This design comes from an exercise in tuning for small area, a short achievable clock period and few clock cycles per item on the open sky130 flow, not from production work.
Function was checked by simulation only, so behaviour that the tests miss may differ from the original.
Power and IR drop assume default switching activity.

### flow/design.v
package rc4_pkg;
    typedef logic [8-1:0]  byte_t;
    typedef logic [8-1:0] sbox_addr_t;
    typedef logic [5-1:0]  msg_addr_t;
    typedef logic [24-1:0]   key_t;
    typedef struct packed {
        logic       en;
        logic       we;      
        sbox_addr_t addr;
        byte_t      wdata;
    } sbox_req_t;
    typedef struct packed {
        logic       start;
        sbox_addr_t addr_i;
        sbox_addr_t addr_j;
    } swap_cmd_t;
    typedef struct packed {
        logic  done;
        byte_t si;
        byte_t sj;
    } swap_rsp_t;
    typedef struct packed {
        logic      valid;
        msg_addr_t addr;
        byte_t     data;
    } result_wr_t;
    typedef enum logic [1:0] {
        PH_IDLE,
        PH_INIT,
        PH_KEYSCHED,
        PH_DECRYPT
    } phase_t;
    typedef enum logic [2:0] {
        SW_IDLE,
        SW_RD_I,
        SW_RD_J,
        SW_CAP_J,
        SW_WR_I,
        SW_WR_J,
        SW_DONE
    } swap_state_t;
    typedef enum logic [2:0] {
        KS_IDLE,
        KS_READ,
        KS_ADD,
        KS_SWAP,
        KS_WAIT_SWAP,
        KS_DONE
    } ksa_state_t;
    typedef enum logic [3:0] {
        DC_IDLE,
        DC_READ_I,
        DC_ADD_J,
        DC_SWAP,
        DC_WAIT_SWAP,
        DC_READ_K,
        DC_WAIT_K,
        DC_WRITE,
        DC_DONE
    } dec_state_t;
endpackage
`timescale 1ns/10ps
module rc4_decrypt (
    input  logic                clk,
    input  logic                reset,
    input  logic                start,
    input  logic [23:0]         secret_key,
    input  logic [7:0]          rom_data,
    output logic [4:0]          rom_addr,
    output logic                result_valid,
    output logic [4:0]          result_addr,
    output logic [7:0]          result_data,
    output logic                data_invalid,
    output logic                done
);
    localparam int LAST = 294;
    logic        busy;
    logic [8:0]  cnt;
    logic        init;       
    logic        z;          
    logic        go;         
    logic        res_en;     
    assign go = (!busy || done) ? start : 1'b1;
    always_ff @(posedge clk or posedge reset) begin
        if (reset) begin
            busy   <= 1'b0;
            cnt    <= '0;
            init   <= 1'b1;
            z      <= 1'b1;
            done   <= 1'b0;
            res_en <= 1'b0;
        end else begin
            busy   <= go;
            cnt    <= (!busy || done) ? {8'd0, start} : cnt + 9'd1;
            init   <= !go || (busy && !done && cnt == LAST - 1);
            z      <= !go || (busy && !done && (cnt == 256 || cnt == LAST - 1));
            done   <= busy && !done && cnt == LAST - 1;
            res_en <= busy && !done && cnt >= 261 && cnt <= 292;
        end
    end
    logic [23:0] kr;
    logic [7:0]  kop;
    logic [7:0]  mneg;       
    always_ff @(posedge clk) begin
        if (init) begin
            kr   <= secret_key;
            kop  <= secret_key[23:16];
            mneg <= 8'hff;
        end else begin
            kr   <= {kr[15:0], kr[23:16]};
            kop  <= (cnt >= 9'd256) ? 8'hff : kr[15:8] - 8'd1;
            mneg <= mneg - 8'd1;
        end
    end
    logic [2047:0] P;
    logic [7:0]    d;
    logic [15:0]   plo, phi;
    logic [255:0]  sel;
    logic [7:0] s_fwd, dsum;
    logic       dz;
    assign dz    = (d == 8'd0);
    assign s_fwd = z ? 8'd0 : (dz ? P[7:0] : P[15:8]);
    assign dsum  = (z ? 8'd0 : d) + s_fwd + (kop | {8{z}});
    always_ff @(posedge clk) begin
        d <= dsum;
        for (int k = 0; k < 16; k++) begin
            plo[k] <= (dsum[3:0] == k[3:0]);
            phi[k] <= (dsum[7:4] == k[3:0]);
        end
    end
    genvar p;
    generate
        for (p = 0; p < 256; p++) begin : g_sel
            assign sel[p] = phi[p >> 4] & plo[p & 15];
        end
    endgenerate
    logic [7:0] rd;
    always_comb begin
        rd = '0;
        for (int q = 0; q < 256; q++) begin
            rd = rd | ({8{sel[q]}} & P[8*((q + 1) & 255) +: 8]);
        end
    end
    generate
        for (p = 0; p < 255; p++) begin : g_ent
            always_ff @(posedge clk) begin
                if (init)        P[8*p +: 8] <= (p + 255) & 255;
                else if (sel[p]) P[8*p +: 8] <= P[7:0];
                else             P[8*p +: 8] <= P[8*(p+1) +: 8];
            end
        end
    endgenerate
    always_ff @(posedge clk) begin
        if (init) P[2047:2040] <= 8'd254;
        else      P[2047:2040] <= rd;
    end
    logic [7:0] a_reg, b_reg, tp, tp_next, ks;
    logic       fi, fj;
    assign tp_next = a_reg + P[2047:2040];
    always_ff @(posedge clk) begin
        a_reg <= P[7:0] + mneg;
        b_reg <= P[7:0];
        tp    <= tp_next;
        fi    <= (tp_next == 8'hff);
        fj    <= (tp_next == d);
        if (fi)      ks <= b_reg;
        else if (fj) ks <= P[2047:2040];
        else         ks <= P[8*tp +: 8];
    end
    logic [7:0] rom_q, plain;
    logic       bad;
    assign plain = rom_q ^ ks;
    assign bad   = !((plain == 8'd32) || (plain >= 8'd97 && plain <= 8'd122));
    always_ff @(posedge clk) begin
        rom_q <= rom_data;
    end
    always_ff @(posedge clk or posedge reset) begin
        if (reset) begin
            rom_addr     <= '0;
            result_valid <= 1'b0;
            result_addr  <= '0;
            result_data  <= '0;
            data_invalid <= 1'b0;
        end else begin
            rom_addr     <= init ? 5'd29 : rom_addr + 5'd1;
            result_valid <= res_en;
            result_addr  <= rom_addr - 5'd2;
            result_data  <= plain;
            if (res_en)    data_invalid <= data_invalid | bad;
            else if (init) data_invalid <= 1'b0;
        end
    end
endmodule
### flow/run.sh
#!/bin/bash
# synth_recipe.tcl (not shown) runs the flow's synth.tcl, then flattens the netlist and writes it again
# the make line also repeats each setting of config.mk as NAME=value (left out here)
make -C /OpenROAD-flow-scripts/flow DESIGN_CONFIG=/design/flow/config.mk WORK_HOME=/design/flow/orfs CLKGATE_MAP_FILE= SYNTH_SCRIPT=/design/flow/synth_recipe.tcl finish
### flow/config.mk
export PLATFORM = sky130hd
export DESIGN_NAME = rc4_decrypt
export DESIGN_NICKNAME = rc4_decrypt
export VERILOG_FILES = /design/flow/design.v
export SDC_FILE = /design/flow/constraint.sdc
export NUM_CORES = 4
export LEC_CHECK = 0
export ABC_CLOCK_PERIOD_IN_PS = 3000
export CAP_MARGIN = 20
export CORE_MARGIN = 2
export CORE_UTILIZATION = 30
export SETUP_SLACK_MARGIN = 5
export SLEW_MARGIN = 20
### flow/constraint.sdc
create_clock -name core_clock -period 8.0 [get_ports {clk}]
set_input_delay 1.6000 -clock core_clock [delete_from_list [all_inputs] [get_ports {clk}]]
set_output_delay 1.6000 -clock core_clock [all_outputs]
set_load 0.01 [all_outputs]
==> notes.md, run 1 <==
- Cell accounting for the most synthesized area: sky130_fd_sc_hd__dfxtp_1
- Result of the run: aborted with a tool error
* Synthesized area divided by synthesized cell count: 8.298 um^2
* Total half-perimeter wirelength after legalization and detailed placement: 1023 mm
- For this design, the sink count on the clock tree is 2204.
* Stage reached: 5_1_grt
- Ranking of synthesized cells by area: sky130_fd_sc_hd__dfxtp_1 41%, sky130_fd_sc_hd__nand2_1 15%, sky130_fd_sc_hd__mux4_2 10%, sky130_fd_sc_hd__a21oi_1 5.2%, sky130_fd_sc_hd__nand3_1 4.5%
- Standard-cell rows: 218
- 56 I/O pins were placed.
- TritonCTS buffer count: 277
- The number of nets handed over by synthesis was 12820.
* Maximum buffer depth of the clock tree: 4
* Number of enable flip-flop cells after synthesis: 0
* Yosys warnings: 1
- Vias in the first global route: 130600
* Tool error message: [ERROR GRT-0116] Global routing finished with congestion. Check the congestion regions in the DRC Viewer.
- Synthesis inferred 2204 register bits.
- Instance count of the mapped netlist: 12740
- Entering global routing, the biggest net connects 159 pins.
* Number of distinct standard cells referenced by the synthesized netlist: 81
- All-layer global routing usage: 75.42%
- Async set or reset register ratio after synthesis: 1.543%
- Overall overflow remaining after global route: 2
- Summing all placed instances gives a cell area of 114100 um^2.
- Cell area after synthesis: 105700 um^2
- Main flop type after synthesis: sky130_fd_sc_hd__dfxtp_1
- The first global-routing pass estimated 1714 mm of wire.
- Die boundary width: 597.7 um
- Effective utilization at floorplan: 30.05%
* Sequential cell area fraction in the yosys report: 41.89%
* Routability-driven placement congestion ratio: 1.336
* Depth of the CTS H-tree: 5
* Buffer cell driving the clock tree root: sky130_fd_sc_hd__clkbuf_16
- Port buffering added 55 buffers.
* Post-synth top area share: 41.08%
* Height of the die: 597.7 um
## timing repair
| item | 4_1_cts |
|---|---|
| hold buffers | 0 |
| endpoints found under the setup margin | 1121 |
| buffers inserted | 184 |
| cloned | 31 |
| resized for setup | 941 |
| pin swaps | 140 |
## routing by layer
metal	GRT usage [%]	GRT overflow
met2	85.58	2
met1	77.27	0
met4	70.99	0
met3	65.57	0
met5	47.51	0
## synthesized netlist by cell type (all sizes together), types with 145 or more instances
cell	number
a22o	322
clkbuf	916
nand2	4315
a221oi	215
mux4	484
nor2	145
and2	209
a22oi	571
dfxtp	2170
buf	232
nand3	957
a21oi	1107
## how the worst max path moves through the flow
stage / startpoint / endpoint / depth (start not counted)
CTS: plo[9]$_DFF_P_ / P[2043]$_SDFF_PP1_ / 10
global placement: tp[0]$_DFF_P_ / ks[7]$_DFF_P_ / 10
detailed placement: tp[0]$_DFF_P_ / ks[7]$_DFF_P_ / 11
floorplan: d[6]$_DFF_P_ / phi[0]$_DFF_P_ / 15
## power groups by stage
stage,logic [uW],registers (uW),clock network (uW)
floorplan,11700,17000,0
global placement,21300,27300,0
detailed placement,21400,27200,0
CTS,24700,26900,13200
## stage by stage
step | std cells | util, % | setup slack, ns | hold WS [ns] | total power, uW
CTS | 17740 | 36.91 | 3.931 | 0.4280 | 64790
detailed placement | 17030 | 32.44 | 2.680 | 0.4148 | 48540
global placement | 17000 | 32.34 | 2.561 | 0.4093 | 48650
floorplan | 12740 | - | 4.475 | 0.3290 | 28790
## cells by family after synthesis
family	after synthesis	share of synthesized area, %
XOR/XNOR	59	0.5029
AND/OR/NAND/NOR	5923	23.39
multiplexers	621	11.64
flip-flops	2204	41.89
AO/OA/AOI/OAI	2690	17.22
adder cells (fa/ha/maj)	38	0.5206
buffers and inverters	1208	4.843
Testbench counts, summed over its fixed seeds: cycles 18,816, messages 64.
==> inputs of run 2 (changes only) <==
==> flow/config.mk (replaced) <==
export PLATFORM = sky130hd
export DESIGN_NAME = rc4_decrypt
export DESIGN_NICKNAME = rc4_decrypt
export VERILOG_FILES = /design/flow/design.v
export SDC_FILE = /design/flow/constraint.sdc
export NUM_CORES = 4
export LEC_CHECK = 0
export CAP_MARGIN = 20
export CORE_MARGIN = 2
export CORE_UTILIZATION = 40
export SLEW_MARGIN = 20
==> notes.md, run 2 <==
* Height of the die: 518.2 um
* Flip-flop and latch count after synthesis: 2204
- Synthesized area divided by synthesized cell count: 8.298 um^2
* Sequential cell area fraction in the yosys report: 41.89%
- For this design the top-level I/O count stands at 56.
- The most common cell in the synthesized netlist is sky130_fd_sc_hd__nand2_1.
- The H-tree was split into 4 levels.
- The number of different library cells used by synthesis comes to 81.
* Cell accounting for the most synthesized area: sky130_fd_sc_hd__dfxtp_1
- TritonCTS created 249 clock buffers.
* Synthesized net count: 12820
- The initial utilization of the core area, before any placement, comes to 40.25%.
- For this run, the leading register cell type out of synthesis is sky130_fd_sc_hd__dfxtp_1.
- The first error in the log reads "[ERROR GRT-0116] Global routing finished with congestion. Check the congestion regions in the DRC Viewer".
- Maximum buffer depth of the clock tree: 4
- Wire length of the first global-routing pass: 1552 mm
- Once detailed placement completed, the half-perimeter wirelength came to 756.8 mm.
* Buffer cell driving the clock tree root: sky130_fd_sc_hd__clkbuf_16
- Number of I/O port buffers: 55
* Die boundary width: 518.2 um
* Post-synth top area share: 41.08%
* Cell area after synthesis: 105700 um^2
* Result of the run: aborted with a tool error
- Routability-driven placement congestion ratio: 1.638
- Standard-cell rows: 188
- Stage reached: 5_1_grt
* Number of buffers inserted by post-CTS setup repair: 0
- Sink Count: 2204
- The number of gates resized after CTS was 0.
* Async set or reset register ratio after synthesis: 1.543%
- Leading cell types by count after synthesis: 4315 x sky130_fd_sc_hd__nand2_1, 2170 x sky130_fd_sc_hd__dfxtp_1, 1107 x sky130_fd_sc_hd__a21oi_1
- Overall overflow remaining after global route: 2385
* Ranking of synthesized cells by area: sky130_fd_sc_hd__dfxtp_1 41%, sky130_fd_sc_hd__nand2_1 15%, sky130_fd_sc_hd__mux4_2 10%, sky130_fd_sc_hd__a21oi_1 5.2%, sky130_fd_sc_hd__nand3_1 4.5%
* Vias in the first global route: 138500
- Maximum number of pins on one net before global-route repair: 177
* Yosys warnings: 1
- Number of enable flip-flop cells after synthesis: 0
* Total of hold buffers inserted after clock tree synthesis: 0
* Cell count after placement: 15670
- Instance count of the mapped netlist: 12740
- For this run, the total global-route usage over all layers was measured as 84.18%.
run 2: cell counts after synthesis:
No cell type changed its count.
run 2: metal layers:
| metal | GRT usage, % | GRT overflow |
|---|---|---|
| met5 | 64.63 | 32 |
| met4 | 75.87 | 611 |
| met3 | 78.88 | 323 |
| met2 | 92.19 | 1142 |
| met1 | 85.70 | 277 |
run 2: how the worst max path moves through the flow:
stage             startpoint  cells past startpoint             end  slack (ns)
2_1_floorplan   d[4]$_DFF_P_                     15  phi[3]$_DFF_P_        4.37
3_3_place_gp   tp[0]$_DFF_P_                      7   ks[5]$_DFF_P_        2.92
3_5_place_dp   tp[0]$_DFF_P_                      7   ks[2]$_DFF_P_        3.18
4_1_cts        tp[0]$_DFF_P_                      7   ks[2]$_DFF_P_        3.11
run 2: logic make-up after synthesis:
| group | Yosys count | share of synthesized area (%) |
|---|---|---|
| simple gates | 5923 | 23.39 |
| compound gates | 2690 | 17.22 |
| flops | 2204 | 41.89 |
| buf+inv | 1208 | 4.843 |
| mux | 621 | 11.64 |
| xor+xnor | 59 | 0.5029 |
| fa+ha+maj | 38 | 0.5206 |
run 2: per-stage QoR:
| stage | utilization (%) | power [uW] | area (um^2) | setup WS [ns] | hold WS [ns] |
|---|---|---|---|---|---|
| after floorplan | - | 28770 | 105700 | 4.368 | 0.3290 |
| after global placement | 41.89 | 43260 | 110100 | 2.917 | 0.3983 |
| after CTS | 45.20 | 55520 | 118800 | 3.111 | 0.4306 |
| after detailed placement | 41.97 | 43500 | 110300 | 3.180 | 0.4170 |
run 2: power groups by stage:
| stage | sequential (uW) | clock, uW | combinational, uW |
|---|---|---|---|
| 4_1_cts | 25000 | 12100 | 18400 |
| 3_5_place_dp | 25200 | 0 | 18300 |
| 3_3_place_gp | 25200 | 0 | 18100 |
| 2_1_floorplan | 17000 | 0 | 11700 |
